Source: an optimization exercise on an open RTL-to-GDS flow (aim: small area). Production flows keep margins and buffers that such runs may drop. At most, simulation tests tie the RTL to the original design; equivalence was not proved. Power figures rest on the tool's default switching activity, not on a simulated workload.

## param_bus_datapath
module param_bus_datapath #(
  parameter  int DATA_W   = 32,
  parameter  int NREG     = 16,
  parameter  int ADDR_W   = 9,
  parameter  int MAX_WAIT = 15,
  localparam int SRC_W    = param_bus_datapath_pkg::src_w(NREG)
) (
  input  logic                clk,
  input  logic                clr,
  input  logic [SRC_W-1:0]    bus_src,
  input  logic [NREG-1:0]     reg_in,
  input  logic                hi_in,
  input  logic                lo_in,
  input  logic                pc_in,
  input  logic                ir_in,
  input  logic                y_in,
  input  logic                z_in,
  input  logic                mar_in,
  input  logic                mdr_in,
  input  logic                con_in,
  input  logic                out_in,
  input  logic                ba_mode,
  input  logic [DATA_W-1:0]   ext_bus,
  output logic [DATA_W-1:0]   alu_a,
  output logic [DATA_W-1:0]   alu_b,
  input  logic [2*DATA_W-1:0] alu_res,
  input  logic                mem_rd,
  input  logic                mem_wr,
  output logic                mem_req,
  output logic                mem_we,
  output logic [ADDR_W-1:0]   mem_addr,
  output logic [DATA_W-1:0]   mem_wdata,
  input  logic [DATA_W-1:0]   mem_rdata,
  input  logic                mem_ack,
  output logic                mem_busy,
  output logic                mem_done,
  output logic                mem_err,
  input  logic [DATA_W-1:0]   in_data,
  input  logic                in_strobe,
  output logic [DATA_W-1:0]   out_port,
  output logic [DATA_W-1:0]   ir_out,
  output logic                con_out
);
clock: 5.0 ns
lec_check: 0
cap_margin: 20
core_margin: 2
core_utilization: 60
setup_slack_margin: 0.1
slew_margin: 20
synth_hierarchical: 1
standard.sh (not shown) runs the stock make flow with config.mk's settings and CLKGATE_MAP_FILE= SYNTH_SCRIPT=/design/flow/synth_recipe.tcl, a recipe that flattens the netlist after the stock synthesis.
==> flow/flow/run.sh <==
#!/bin/bash
# Own layout flow: the standard ORFS flow, with
#  - port buffers made from the smallest plain buffer instead of delay cells,
#  - clock tree built without dummy balancing loads, from mid-size buffers.
# Each ORFS step writes its full log under orfs/logs/; make's own output
# goes to flow_make.log here.
set -euo pipefail
bash standard.sh \
  BUFFER_PORTS_ARGS="-buffer_cell sky130_fd_sc_hd__buf_1" \
  CTS_ARGS="-sink_clustering_enable -repair_clock_nets -dont_use_dummy_load -buf_list sky130_fd_sc_hd__clkbuf_8 -sink_clustering_size 18 -sink_clustering_max_diameter 60" \
  finish > flow_make.log 2>&1
The starting point produced a clean layout.
Then changed:
--- a/flow/design.v
+++ b/flow/design.v
@@ -36,42 +36,26 @@
   output logic mem_busy,
   output logic mem_done,
   output logic mem_err,
   output logic mem_idle,
   output logic rd_active
 );
   localparam int CNT_W = (MAX_WAIT < 2) ? 1 : $clog2(MAX_WAIT);
   localparam logic [CNT_W-1:0] CNT_LAST = CNT_W'(MAX_WAIT - 1);
   logic             busy_q, wr_q, done_q, err_q;
   logic [CNT_W-1:0] cnt_q;
   logic             finish, timeout;
-  assign finish = mem_ack | timeout;
-  function automatic [3:0] lfsr_after(input integer steps);
-    integer i;
-    begin
-      lfsr_after = 4'b0000;
-      for (i = 0; i < steps; i = i + 1)
-        lfsr_after = {lfsr_after[2:0], ~(lfsr_after[3] ^ lfsr_after[2])};
-    end
-  endfunction
-  if (CNT_W == 4) begin : g_lfsr
-    localparam logic [3:0] LFSR_LAST = lfsr_after(MAX_WAIT - 1);
-    assign timeout = (cnt_q == LFSR_LAST);
-    always_ff @(posedge clk) begin
-      cnt_q <= busy_q ? {cnt_q[2:0], ~(cnt_q[3] ^ cnt_q[2])} : '0;
-    end
-  end else begin : g_count
-    assign timeout = (cnt_q == CNT_LAST);
-    always_ff @(posedge clk) begin
-      cnt_q <= busy_q ? cnt_q + 1'b1 : '0;
-    end
+  assign timeout = (cnt_q == CNT_LAST);
+  assign finish  = mem_ack | timeout;
+  always_ff @(posedge clk) begin
+    cnt_q <= busy_q ? cnt_q + 1'b1 : '0;
   end
   always_ff @(posedge clk or negedge clr) begin
     if (!clr) begin
       busy_q <= 1'b0;
       wr_q   <= 1'b0;
       done_q <= 1'b0;
       err_q  <= 1'b0;
     end else begin
       if (busy_q) begin
         busy_q <= ~finish;
         wr_q   <= wr_q & ~finish;
@@ -216,26 +200,23 @@
     endcase
   end
   logic [DATA_W-1:0]   regs_d [NREG];
   logic [DATA_W-1:0]   hi_d, lo_d, pc_d, inportn_d;
   logic [2*DATA_W-1:0] zn_d;
   for (genvar g = 0; g < NREG; g++) begin : g_reg
     bus_hold #(.W(DATA_W)) u_hold (.en(reg_in[g]), .dn(bus_n), .q(regs_q[g]), .y(regs_d[g]));
   end
   bus_hold #(.W(DATA_W))   u_hold_hi (.en(hi_in),     .dn(bus_n),   .q(hi_q),      .y(hi_d));
   bus_hold #(.W(DATA_W))   u_hold_lo (.en(lo_in),     .dn(bus_n),   .q(lo_q),      .y(lo_d));
   bus_hold #(.W(DATA_W))   u_hold_pc (.en(pc_in),     .dn(bus_n),   .q(pc_q),      .y(pc_d));
-  bus_hold #(.W(DATA_W))   u_hold_zh (.en(z_in),      .dn(alu_res[2*DATA_W-1:DATA_W]),
-                                      .q(zn_q[2*DATA_W-1:DATA_W]), .y(zn_d[2*DATA_W-1:DATA_W]));
-  bus_hold #(.W(DATA_W))   u_hold_zl (.en(z_in),      .dn(alu_res[DATA_W-1:0]),
-                                      .q(zn_q[DATA_W-1:0]), .y(zn_d[DATA_W-1:0]));
+  bus_hold #(.W(2*DATA_W)) u_hold_z  (.en(z_in),      .dn(alu_res), .q(zn_q),      .y(zn_d));
   bus_hold #(.W(DATA_W))   u_hold_in (.en(in_strobe), .dn(in_data), .q(inportn_q), .y(inportn_d));
   always_ff @(posedge clk) begin
     for (int i = 0; i < NREG; i++)
       regs_q[i] <= regs_d[i];
     hi_q      <= hi_d;
     lo_q      <= lo_d;
     pc_q      <= pc_d;
     zn_q      <= zn_d;
     inportn_q <= inportn_d;
   end
   always_ff @(posedge clk or negedge clr) begin
What happened: Setup slack is better by 0.060 ns; wire length goes down by 3.0%; utilization falls by 0.17 points; global-route usage drops by 1.6 points; total power barely changes; final area stays flat; critical path depth shrinks by 2; sequential power came out lower by about 0.7%; maximum frequency goes up by 1.3%; clock skew came out lower by 0.015 ns; hold slack loses 0.073 ns; synthesized cell count barely changes; non-clock buffer count is higher by 3; synthesized area barely changes.
For the first run of this note, only the layout was checked, not whether the RTL still works.

-- separate check: timing with driven ports --
How much do the figures lean on ideal ports? The routed layouts below were timed once more, with nothing changed but the port constraints. Step 1 (the two cells are an assumption about what drives the block):
set clk [get_ports {clk}]
set_driving_cell -lib_cell sky130_fd_sc_hd__clkbuf_16 $clk
set_driving_cell -lib_cell sky130_fd_sc_hd__buf_2 [delete_from_list [all_inputs] $clk]
Step 2 also shifts input and output timing later by t, the mid clock arrival at the registers, as if the neighbouring blocks saw the same clock. a / b / c = ideal / step 1 / step 2; a / b = the first two.
run | t, ns | setup WS [ns] | worst slew at a driven data input, ns
the first run | 0.754 | 0.303 / 0.280 / -0.196 | 0.11
the second run | 0.762 | 0.362 / 0.341 / 0.341 | 0.10
Met with ideal ports but missed after step 2: setup timing in the first run. The setup slack of the first run, which loses most, moves by -0.023 ns with the drivers and by -0.499 ns with both steps.
